Context: an optimization exercise on an open-source flow, tuned for small area and a short achievable clock period. The choices shown serve that exercise and are no tape-out recipe. Where RTL was checked, it was by simulation tests only, not by an equivalence proof against the original. No activity file was given, so power comes from the tool's default toggle rates.

==> run a <==
==> flow/design.v <==
package spiPkg;
    localparam int addrWidth = 7;
    localparam int dataWidth = 8;
    localparam int memDepth = 128;
    localparam int debounceCycles = 3;
    localparam int debounceWidth = $clog2(debounceCycles);
    localparam int rawPinCount = 3;
    localparam logic [rawPinCount-1:0] rawPinsIdle = 3'b010;
    localparam int readTapStep = 8;
    localparam int readTaps = memDepth / readTapStep;
    localparam int writePortStep = 32;
    localparam int writePorts = memDepth / writePortStep;
    localparam int stateWidth = 3;
    localparam logic [stateWidth-1:0] stateIdle = 3'd0;
    localparam logic [stateWidth-1:0] stateAddressLoad = 3'd1;
    localparam logic [stateWidth-1:0] stateBranch = 3'd2;
    localparam logic [stateWidth-1:0] stateDataLoad = 3'd3;
    localparam logic [stateWidth-1:0] stateRead = 3'd4;
    localparam logic [stateWidth-1:0] stateWrite = 3'd5;
    localparam logic [stateWidth-1:0] stateWriteCommit = 3'd6;
    typedef struct packed {
        logic sclkRise;
        logic sclkFall;
        logic csN;
        logic mosi;
    } spiPins;
    typedef struct packed {
        logic addrLoad;     
        logic lastAddrBit;  
        logic addrLatch;    
        logic shiftLoad;    
        logic memWrite;     
    } ctrlStrobes;
endpackage
`timescale 1ns/100ps
import spiPkg::*;
module inputConditioner
(
    input  logic   clk,
    input  logic   reset,
    input  logic   sclk,
    input  logic   csN,
    input  logic   mosi,
    output spiPkg::spiPins pins
);
    logic [rawPinCount-1:0]   rawPins;
    logic [rawPinCount-1:0]   syncStage1;
    logic [rawPinCount-1:0]   syncStage2;
    logic [rawPinCount-1:0]   stablePins;
    logic [debounceWidth-1:0] stableCount [rawPinCount];
    logic                     sclkPrev;
    assign rawPins = {mosi, csN, sclk};
    always_ff @(posedge clk) begin
        if (reset) begin
            syncStage1 <= rawPinsIdle;
            syncStage2 <= rawPinsIdle;
        end else begin
            syncStage1 <= rawPins;
            syncStage2 <= syncStage1;
        end
    end
    always_ff @(posedge clk) begin
        if (reset) begin
            stablePins <= rawPinsIdle;
            for (int i = 0; i < rawPinCount; i++) begin
                stableCount[i] <= '0;
            end
        end else begin
            for (int i = 0; i < rawPinCount; i++) begin
                if (syncStage2[i] == stablePins[i]) begin
                    stableCount[i] <= '0;
                end else if (stableCount[i] == debounceWidth'(debounceCycles - 1)) begin
                    stablePins[i] <= syncStage2[i];
                    stableCount[i] <= '0;
                end else begin
                    stableCount[i] <= stableCount[i] + 1'b1;
                end
            end
        end
    end
    always_ff @(posedge clk) begin
        if (reset) begin
            sclkPrev <= 1'b0;
        end else begin
            sclkPrev <= stablePins[0];
        end
    end
    assign pins.sclkRise = stablePins[0] & ~sclkPrev;
    assign pins.sclkFall = ~stablePins[0] & sclkPrev;
    assign pins.csN = stablePins[1];
    assign pins.mosi = stablePins[2];
endmodule
`timescale 1ns/100ps
import spiPkg::*;
module shiftRegister
(
    input  logic                 clk,
    input  logic                 reset,
    input  spiPkg::spiPins               pins,
    input  spiPkg::ctrlStrobes           strobes,
    input  logic [dataWidth-1:0] parallelIn,
    output logic [dataWidth-1:0] parallelOut,
    output logic                 miso
);
    logic [dataWidth-1:0] shiftReg;
    always_ff @(posedge clk) begin
        if (reset) begin
            shiftReg <= '0;
        end else if (strobes.shiftLoad) begin
            shiftReg <= parallelIn;
        end else if (pins.sclkRise) begin
            shiftReg <= {shiftReg[dataWidth-2:0], pins.mosi};
        end
    end
    always_ff @(posedge clk) begin
        if (reset) begin
            miso <= 1'b0;
        end else if (pins.sclkFall) begin
            miso <= shiftReg[dataWidth-1];
        end
    end
    assign parallelOut = shiftReg;
endmodule
`timescale 1ns/100ps
import spiPkg::*;
module spiController
(
    input  logic       clk,
    input  logic       reset,
    input  spiPkg::spiPins     pins,
    input  logic       rwBit,
    output spiPkg::ctrlStrobes strobes,
    output logic       misoEnable
);
    logic [stateWidth-1:0] state;
    logic [2:0]            bitCount;
    always_ff @(posedge clk) begin
        if (reset || pins.csN) begin
            state <= stateIdle;
            bitCount <= '0;
            misoEnable <= 1'b0;
        end else begin
            case (state)
                stateIdle, stateWriteCommit: begin
                    state <= stateAddressLoad;
                    bitCount <= '0;
                end
                stateAddressLoad: begin
                    if (pins.sclkRise) begin
                        bitCount <= bitCount + 1'b1;
                        if (bitCount == 3'd7) begin
                            state <= stateBranch;
                        end
                    end
                end
                stateBranch: begin
                    state <= rwBit ? stateDataLoad : stateWrite;
                end
                stateDataLoad: begin
                    state <= stateRead;
                end
                stateRead: begin
                    if (pins.sclkFall) begin
                        if (!misoEnable) begin
                            misoEnable <= 1'b1;
                        end else begin
                            bitCount <= bitCount + 1'b1;
                            if (bitCount == 3'd7) begin
                                misoEnable <= 1'b0;
                                state <= stateIdle;
                            end
                        end
                    end
                end
                stateWrite: begin
                    if (pins.sclkRise) begin
                        bitCount <= bitCount + 1'b1;
                        if (bitCount == 3'd7) begin
                            state <= stateWriteCommit;
                        end
                    end
                end
                default: begin
                    state <= stateIdle;
                    bitCount <= '0;
                    misoEnable <= 1'b0;
                end
            endcase
        end
    end
    assign strobes.addrLoad = (state == stateAddressLoad);
    assign strobes.lastAddrBit = (bitCount == 3'd7);
    assign strobes.addrLatch = (state == stateBranch);
    assign strobes.shiftLoad = (state == stateDataLoad);
    assign strobes.memWrite = (state == stateWriteCommit);
endmodule
`timescale 1ns/100ps
import spiPkg::*;
module dataMemory
(
    input  logic                 clk,
    input  spiPkg::spiPins       pins,
    input  spiPkg::ctrlStrobes   strobes,
    input  logic [dataWidth-1:0] busIn,
    output logic [dataWidth-1:0] readData
);
    localparam int posWidth = $clog2(memDepth);
    localparam int tapWidth = $clog2(readTaps);
    localparam int portWidth = $clog2(writePorts);
    logic [memDepth-1:0][dataWidth-1:0] ring;
    logic [memDepth-1:0][dataWidth-1:0] ringNext;
    logic [posWidth-1:0]  rotation;
    logic [posWidth-1:0]  nextRotation;
    logic [addrWidth-1:0] addrReg;
    logic [dataWidth-1:0] heldData;
    logic                 writePending;
    logic [addrWidth-1:0] nextCandidate;
    logic                 tapHit;
    logic [tapWidth-1:0]  tapIndex;
    logic [dataWidth-1:0] tapData;
    logic                 writeNow;
    logic [portWidth-1:0] writePort;
    assign nextRotation = rotation + 1'b1;
    always_comb begin
        if (pins.sclkRise && !(strobes.addrLoad && strobes.lastAddrBit)) begin
            nextCandidate = {busIn[addrWidth-2:0], pins.mosi};
        end else if (strobes.addrLatch) begin
            nextCandidate = busIn[dataWidth-1 -: addrWidth];
        end else begin
            nextCandidate = busIn[addrWidth-1:0];
        end
    end
    assign writeNow = writePending &&
        (rotation[posWidth-portWidth-1:0] == ~addrReg[posWidth-portWidth-1:0]);
    assign writePort = rotation[posWidth-1 -: portWidth] + addrReg[posWidth-1 -: portWidth] + 1'b1;
    always_comb begin
        ringNext = {ring[memDepth-2:0], ring[memDepth-1]};
        for (int j = 0; j < writePorts; j++) begin
            if (writeNow && writePort == portWidth'(j)) begin
                ringNext[j * writePortStep] = heldData;
            end
        end
    end
    assign tapData = ring[{tapIndex, {(posWidth-tapWidth){1'b0}}}];
    always_ff @(posedge clk) begin
        rotation <= nextRotation;
        tapHit <= (nextCandidate[posWidth-tapWidth-1:0] == ~rotation[posWidth-tapWidth-1:0]);
        tapIndex <= nextCandidate[posWidth-1 -: tapWidth] + rotation[posWidth-1 -: tapWidth] + 1'b1;
        ring <= ringNext;
        if (strobes.addrLatch) begin
            addrReg <= busIn[dataWidth-1 -: addrWidth];
        end
        if (strobes.memWrite) begin
            writePending <= 1'b1;
        end else if (writeNow) begin
            writePending <= 1'b0;
        end
        if (strobes.memWrite) begin
            heldData <= busIn;
        end else if (tapHit && !writePending) begin
            heldData <= tapData;
        end
    end
    assign readData = tapHit ? tapData : heldData;
endmodule
`timescale 1ns/100ps
import spiPkg::*;
module spiMemory
(
    input  logic clk,
    input  logic reset,
    input  logic sclk,
    input  logic csN,
    input  logic mosi,
    output logic miso,
    output logic misoEnable
);
    spiPkg::spiPins       pins;
    spiPkg::ctrlStrobes   strobes;
    logic [dataWidth-1:0] parallelOut;
    logic [dataWidth-1:0] readData;
    logic                 rwBit;
    inputConditioner i_inputConditioner (
        .clk   (clk),
        .reset (reset),
        .sclk  (sclk),
        .csN   (csN),
        .mosi  (mosi),
        .pins  (pins)
    );
    assign rwBit = parallelOut[0];
    spiController i_spiController (
        .clk        (clk),
        .reset      (reset),
        .pins       (pins),
        .rwBit      (rwBit),
        .strobes    (strobes),
        .misoEnable (misoEnable)
    );
    shiftRegister i_shiftRegister (
        .clk         (clk),
        .reset       (reset),
        .pins        (pins),
        .strobes     (strobes),
        .parallelIn  (readData),
        .parallelOut (parallelOut),
        .miso        (miso)
    );
    dataMemory i_dataMemory (
        .clk      (clk),
        .pins     (pins),
        .strobes  (strobes),
        .busIn    (parallelOut),
        .readData (readData)
    );
endmodule
==> flow/run.sh <==
#!/bin/bash
# synth_recipe.tcl (not shown) runs the flow's synth.tcl, then flattens the netlist and writes it again
# the make line also repeats each setting of config.mk as NAME=value (left out here)
make -C /OpenROAD-flow-scripts/flow DESIGN_CONFIG=/design/flow/config.mk WORK_HOME=/design/flow/orfs CLKGATE_MAP_FILE= SYNTH_SCRIPT=/design/flow/synth_recipe.tcl finish
==> flow/config.mk <==
export PLATFORM = sky130hd
export DESIGN_NAME = spiMemory
export DESIGN_NICKNAME = spiMemory
export VERILOG_FILES = /design/flow/design.v
export SDC_FILE = /design/flow/constraint.sdc
export NUM_CORES = 4
export LEC_CHECK = 0
export CAP_MARGIN = 20
export CORE_MARGIN = 2
export CORE_UTILIZATION = 50
export SLEW_MARGIN = 20
==> flow/constraint.sdc <==
create_clock -name core_clock -period 4.0 [get_ports {clk}]
set_input_delay 0.8000 -clock core_clock [delete_from_list [all_inputs] [get_ports {clk}]]
set_output_delay 0.8000 -clock core_clock [all_outputs]
set_load 0.01 [all_outputs]
==> inputs of run b, as changes to run a <==
--- a/flow/design.v
+++ b/flow/design.v
@@ -6,10 +6,6 @@
     localparam int debounceWidth = $clog2(debounceCycles);
     localparam int rawPinCount = 3;
     localparam logic [rawPinCount-1:0] rawPinsIdle = 3'b010;
-    localparam int readTapStep = 8;
-    localparam int readTaps = memDepth / readTapStep;
-    localparam int writePortStep = 32;
-    localparam int writePorts = memDepth / writePortStep;
     localparam int stateWidth = 3;
     localparam logic [stateWidth-1:0] stateIdle = 3'd0;
     localparam logic [stateWidth-1:0] stateAddressLoad = 3'd1;
@@ -43,39 +39,33 @@
     input  logic   mosi,
     output spiPkg::spiPins pins
 );
-    logic [rawPinCount-1:0]   rawPins;
-    logic [rawPinCount-1:0]   syncStage1;
-    logic [rawPinCount-1:0]   syncStage2;
-    logic [rawPinCount-1:0]   stablePins;
-    logic [debounceWidth-1:0] stableCount [rawPinCount];
-    logic                     sclkPrev;
+    logic [rawPinCount-1:0] rawPins;
+    logic [rawPinCount-1:0] syncStage1;
+    logic [rawPinCount-1:0] syncStage2;
+    logic [rawPinCount-1:0] history1;
+    logic [rawPinCount-1:0] history2;
+    logic [rawPinCount-1:0] stablePins;
+    logic                   sclkPrev;
     assign rawPins = {mosi, csN, sclk};
     always_ff @(posedge clk) begin
         if (reset) begin
             syncStage1 <= rawPinsIdle;
             syncStage2 <= rawPinsIdle;
+            history1 <= rawPinsIdle;
+            history2 <= rawPinsIdle;
         end else begin
             syncStage1 <= rawPins;
             syncStage2 <= syncStage1;
+            history1 <= syncStage2;
+            history2 <= history1;
         end
     end
     always_ff @(posedge clk) begin
         if (reset) begin
             stablePins <= rawPinsIdle;
-            for (int i = 0; i < rawPinCount; i++) begin
-                stableCount[i] <= '0;
-            end
-        end else begin
-            for (int i = 0; i < rawPinCount; i++) begin
-                if (syncStage2[i] == stablePins[i]) begin
-                    stableCount[i] <= '0;
-                end else if (stableCount[i] == debounceWidth'(debounceCycles - 1)) begin
-                    stablePins[i] <= syncStage2[i];
-                    stableCount[i] <= '0;
-                end else begin
-                    stableCount[i] <= stableCount[i] + 1'b1;
-                end
-            end
+        end else begin
+            stablePins <= (syncStage2 & history1 & history2) |
+                          (stablePins & (syncStage2 | history1 | history2));
         end
     end
     always_ff @(posedge clk) begin
@@ -204,64 +194,17 @@
     input  logic [dataWidth-1:0] busIn,
     output logic [dataWidth-1:0] readData
 );
-    localparam int posWidth = $clog2(memDepth);
-    localparam int tapWidth = $clog2(readTaps);
-    localparam int portWidth = $clog2(writePorts);
-    logic [memDepth-1:0][dataWidth-1:0] ring;
-    logic [memDepth-1:0][dataWidth-1:0] ringNext;
-    logic [posWidth-1:0]  rotation;
-    logic [posWidth-1:0]  nextRotation;
+    logic [dataWidth-1:0] mem [memDepth];
     logic [addrWidth-1:0] addrReg;
-    logic [dataWidth-1:0] heldData;
-    logic                 writePending;
-    logic [addrWidth-1:0] nextCandidate;
-    logic                 tapHit;
-    logic [tapWidth-1:0]  tapIndex;
-    logic [dataWidth-1:0] tapData;
-    logic                 writeNow;
-    logic [portWidth-1:0] writePort;
-    assign nextRotation = rotation + 1'b1;
-    always_comb begin
-        if (pins.sclkRise && !(strobes.addrLoad && strobes.lastAddrBit)) begin
-            nextCandidate = {busIn[addrWidth-2:0], pins.mosi};
-        end else if (strobes.addrLatch) begin
-            nextCandidate = busIn[dataWidth-1 -: addrWidth];
-        end else begin
-            nextCandidate = busIn[addrWidth-1:0];
-        end
-    end
-    assign writeNow = writePending &&
-        (rotation[posWidth-portWidth-1:0] == ~addrReg[posWidth-portWidth-1:0]);
-    assign writePort = rotation[posWidth-1 -: portWidth] + addrReg[posWidth-1 -: portWidth] + 1'b1;
-    always_comb begin
-        ringNext = {ring[memDepth-2:0], ring[memDepth-1]};
-        for (int j = 0; j < writePorts; j++) begin
-            if (writeNow && writePort == portWidth'(j)) begin
-                ringNext[j * writePortStep] = heldData;
-            end
-        end
-    end
-    assign tapData = ring[{tapIndex, {(posWidth-tapWidth){1'b0}}}];
-    always_ff @(posedge clk) begin
-        rotation <= nextRotation;
-        tapHit <= (nextCandidate[posWidth-tapWidth-1:0] == ~rotation[posWidth-tapWidth-1:0]);
-        tapIndex <= nextCandidate[posWidth-1 -: tapWidth] + rotation[posWidth-1 -: tapWidth] + 1'b1;
-        ring <= ringNext;
+    always_ff @(posedge clk) begin
         if (strobes.addrLatch) begin
             addrReg <= busIn[dataWidth-1 -: addrWidth];
         end
         if (strobes.memWrite) begin
-            writePending <= 1'b1;
-        end else if (writeNow) begin
-            writePending <= 1'b0;
-        end
-        if (strobes.memWrite) begin
-            heldData <= busIn;
-        end else if (tapHit && !writePending) begin
-            heldData <= tapData;
-        end
-    end
-    assign readData = tapHit ? tapData : heldData;
+            mem[addrReg] <= busIn;
+        end
+    end
+    assign readData = mem[addrReg];
 endmodule
 `timescale 1ns/100ps
 import spiPkg::*;
- CORE_UTILIZATION: 50 -> 70
- CTS_BUF_LIST: unset -> sky130_fd_sc_hd__clkbuf_8
- CTS_CLUSTER_DIAMETER: unset -> 45
- CTS_CLUSTER_SIZE: unset -> 18
- SETUP_SLACK_MARGIN: unset -> 1.5
==> inputs of run c, as changes to run a <==
==> flow/design.v, changed modules only <==
module inputConditioner
(
    input  logic   clk,
    input  logic   reset,
    input  logic   sclk,
    input  logic   csN,
    input  logic   mosi,
    output spiPkg::spiPins pins
);
    logic [rawPinCount-1:0] rawPins;
    logic [rawPinCount-1:0] syncStage1;
    logic [rawPinCount-1:0] syncStage2;
    logic [rawPinCount-1:0] history1;
    logic [rawPinCount-1:0] history2;
    logic [rawPinCount-1:0] stablePins;
    logic                   sclkPrev;
    assign rawPins = {mosi, csN, sclk};
    always_ff @(posedge clk) begin
        if (reset) begin
            syncStage1 <= rawPinsIdle;
            syncStage2 <= rawPinsIdle;
            history1 <= rawPinsIdle;
            history2 <= rawPinsIdle;
        end else begin
            syncStage1 <= rawPins;
            syncStage2 <= syncStage1;
            history1 <= syncStage2;
            history2 <= history1;
        end
    end
    always_ff @(posedge clk) begin
        if (reset) begin
            stablePins <= rawPinsIdle;
        end else begin
            stablePins <= (syncStage2 & history1 & history2) |
                          (stablePins & (syncStage2 | history1 | history2));
        end
    end
    always_ff @(posedge clk) begin
        if (reset) begin
            sclkPrev <= 1'b0;
        end else begin
            sclkPrev <= stablePins[0];
        end
    end
    assign pins.sclkRise = stablePins[0] & ~sclkPrev;
    assign pins.sclkFall = ~stablePins[0] & sclkPrev;
    assign pins.csN = stablePins[1];
    assign pins.mosi = stablePins[2];
endmodule
module dataMemory
(
    input  logic                 clk,
    input  spiPkg::spiPins       pins,
    input  spiPkg::ctrlStrobes   strobes,
    input  logic [dataWidth-1:0] busIn,
    output logic [dataWidth-1:0] readData
);
    localparam int posWidth = $clog2(memDepth);
    localparam int tapWidth = $clog2(readTaps);
    localparam int portWidth = $clog2(writePorts);
    logic [memDepth-1:0][dataWidth-1:0] ring;
    logic [memDepth-1:0][dataWidth-1:0] ringNext;
    logic [posWidth-1:0]  rotation;
    logic [posWidth-1:0]  nextRotation;
    logic [addrWidth-1:0] addrReg;
    logic [dataWidth-1:0] heldData;
    logic                 writePending;
    logic                 newCandidate;
    logic [posWidth-1:0]  candidatePos;
    logic                 tapHit;
    logic [tapWidth-1:0]  tapIndex;
    logic [dataWidth-1:0] tapData;
    logic                 writeNow;
    logic [writePorts-1:0] writeSelect;
    logic [portWidth-1:0] writePort;
    assign nextRotation = rotation + 1'b1;
    assign newCandidate = pins.sclkRise && !(strobes.addrLoad && strobes.lastAddrBit);
    assign tapHit = (candidatePos[posWidth-tapWidth-1:0] == (posWidth-tapWidth)'(readTapStep - 2));
    assign tapIndex = candidatePos[posWidth-1 -: tapWidth];
    assign writeNow = writePending &&
        (rotation[posWidth-portWidth-1:0] == ~addrReg[posWidth-portWidth-1:0]);
    assign writePort = rotation[posWidth-1 -: portWidth] + addrReg[posWidth-1 -: portWidth] + 1'b1;
    always_comb begin
        ringNext = {ring[memDepth-2:0], ring[memDepth-1]};
        for (int j = 0; j < writePorts; j++) begin
            if (writeSelect[j]) begin
                ringNext[j * writePortStep + 1] = heldData;
            end
        end
    end
    assign tapData = ring[{tapIndex, (posWidth-tapWidth)'(readTapStep - 1)}];
    always_ff @(posedge clk) begin
        rotation <= nextRotation;
        if (newCandidate) begin
            candidatePos <= {busIn[addrWidth-2:0], pins.mosi} + rotation;
        end else begin
            candidatePos <= candidatePos + 1'b1;
        end
        ring <= ringNext;
        if (strobes.addrLatch) begin
            addrReg <= busIn[dataWidth-1 -: addrWidth];
        end
        for (int j = 0; j < writePorts; j++) begin
            writeSelect[j] <= writeNow && writePort == portWidth'(j);
        end
        if (strobes.memWrite) begin
            writePending <= 1'b1;
        end else if (|writeSelect) begin
            writePending <= 1'b0;
        end
        if (strobes.memWrite) begin
            heldData <= busIn;
        end else if (tapHit && !writePending) begin
            heldData <= tapData;
        end
    end
    assign readData = tapHit ? tapData : heldData;
endmodule
==> flow/flow/run.sh (new file) <==
#!/bin/bash
# The standard layout, with a clock tree whose root and trunk use the strongest
# clock buffer; leaf clusters as in config.mk. Make's output goes to flow_make.log.
set -euo pipefail
export CTS_ARGS="-sink_clustering_enable -repair_clock_nets -sink_clustering_size 18 -sink_clustering_max_diameter 45 -buf_list sky130_fd_sc_hd__clkbuf_8 -root_buf sky130_fd_sc_hd__clkbuf_16 -tree_buf sky130_fd_sc_hd__clkbuf_16"
bash standard.sh finish > flow_make.log 2>&1
==> flow/standard.sh (new file) <==
#!/bin/bash
# synth_recipe.tcl (not shown) runs the flow's synth.tcl, then flattens the netlist and writes it again
# the make line also repeats each setting of config.mk as NAME=value (left out here)
make -C /OpenROAD-flow-scripts/flow DESIGN_CONFIG=/design/flow/config.mk WORK_HOME=/design/flow/orfs CLKGATE_MAP_FILE= SYNTH_SCRIPT=/design/flow/synth_recipe.tcl "${@:-finish}"
- ABC_AREA: unset -> 1
- CORE_UTILIZATION: 50 -> 75
- CTS_BUF_LIST: unset -> sky130_fd_sc_hd__clkbuf_8
- CTS_CLUSTER_DIAMETER: unset -> 45
- CTS_CLUSTER_SIZE: unset -> 18
- SETUP_SLACK_MARGIN: unset -> 2.2
removed: flow/run.sh
==> impl_results.md <==
- Most common cell in the netlist: edfxtp_1
- Reg-to-reg slack, setup: 1.25 ns
- Die Wd: 250 um
- Status: complete, no violations
- Slowest Stage Delay on Critical Path: 0.65 ns
- Min Tclk post-route: 2.75 ns
- Adder-cell share of the synthesized area: 0.000592
- Die Span Y: 250 um
- Critical path's top delay family: multiplexers
- #FFs+latches synth: 1070
- Clock buffers: 99
- TritonCTS Sinks: 1070
- Starting Density: 0.704
- Placement Cell Area: 43300 um^2
- Syn_nets: 2245
- Inverters: 3
- Final clock-cell share: 0.0445
- Fin util: 0.784
# the run above: run b

==> impl_results.md <==
- Status: complete, no violations
- TritonCTS Sinks: 1090
- Clock buffers: 74
- Slowest Stage Delay on Critical Path: 0.85 ns
- Nets: 1871
- Reg-to-reg slack, setup: 2.13 ns
- Rel. slew slack: 0.447
- H-tree depth: 3
- Min Tclk post-route: 1.87 ns
- Power per cell area: 643 nW/um^2
- Die Wd: 188 um
- Syn_nets: 1818
- Most common cell in the netlist: dfxtp_1
- Inverters: 117
- Most common cell after layout, fill and taps aside: dfxtp_1
- Diode count: 0
- Critical path's top delay family: flip-flops
- Starting Density: 0.758
- Fin util: 0.810
- Final clock-cell share: 0.0443
- #FFs+latches synth: 1090
- Final setup margin: 2.13 ns
# the run above: run c

==> impl_results.md <==
- Min Tclk post-route: 2.55 ns
- Final clock-cell share: 0.116
- Status: complete, no violations
- Slowest Stage Delay on Critical Path: 0.79 ns
- Syn_nets: 1435
- Die Span Y: 226 um
- Inverters: 12
- Starting Density: 0.505
- Adder-cell share of the synthesized area: 0.00589
- Clock buffers: 146
- #FFs+latches synth: 1084
# the run above: run a

No functional check of the RTL was part of run a.

## re-timing with driven ports
Ports are ideal in the flow. The routed layouts listed here were re-timed in OpenROAD.
Step 1 (the two cells are an assumption about what drives the block):
set clk [get_ports {clk}]
set_driving_cell -lib_cell sky130_fd_sc_hd__clkbuf_16 $clk
set_driving_cell -lib_cell sky130_fd_sc_hd__buf_2 [delete_from_list [all_inputs] $clk]
Step 2 moves the port delays by t, midway between the first and last clock arrival at a register: inputs arrive t later, outputs are due t later. That takes back most of the time a late clock gives input paths.
a / b / c = ideal / step 1 / step 2; a / b = the first two.
run | t, ns | slack for setup (ns) | worst hold slack (ns) | clock arrival spread, ns | worst data-port slew with drivers (ns)
run a | 0.680 | 1.451 / 1.451 / 1.451 | 0.312 / 0.312 / 0.312 | 0.019 / 0.018 | 0.03
run b | 0.776 | 1.252 / 1.252 / 0.922 | 0.438 / 0.438 / 0.438 | 0.045 / 0.045 | 0.03
run c | 0.622 | 2.132 / 2.097 / 2.084 | 0.315 / 0.315 / 0.315 | 0.032 / 0.032 | 0.03
After both steps setup and hold are still met in every run listed. The setup slack of run b, which loses most, moves by 0.000 ns with the drivers and by -0.330 ns with both steps.
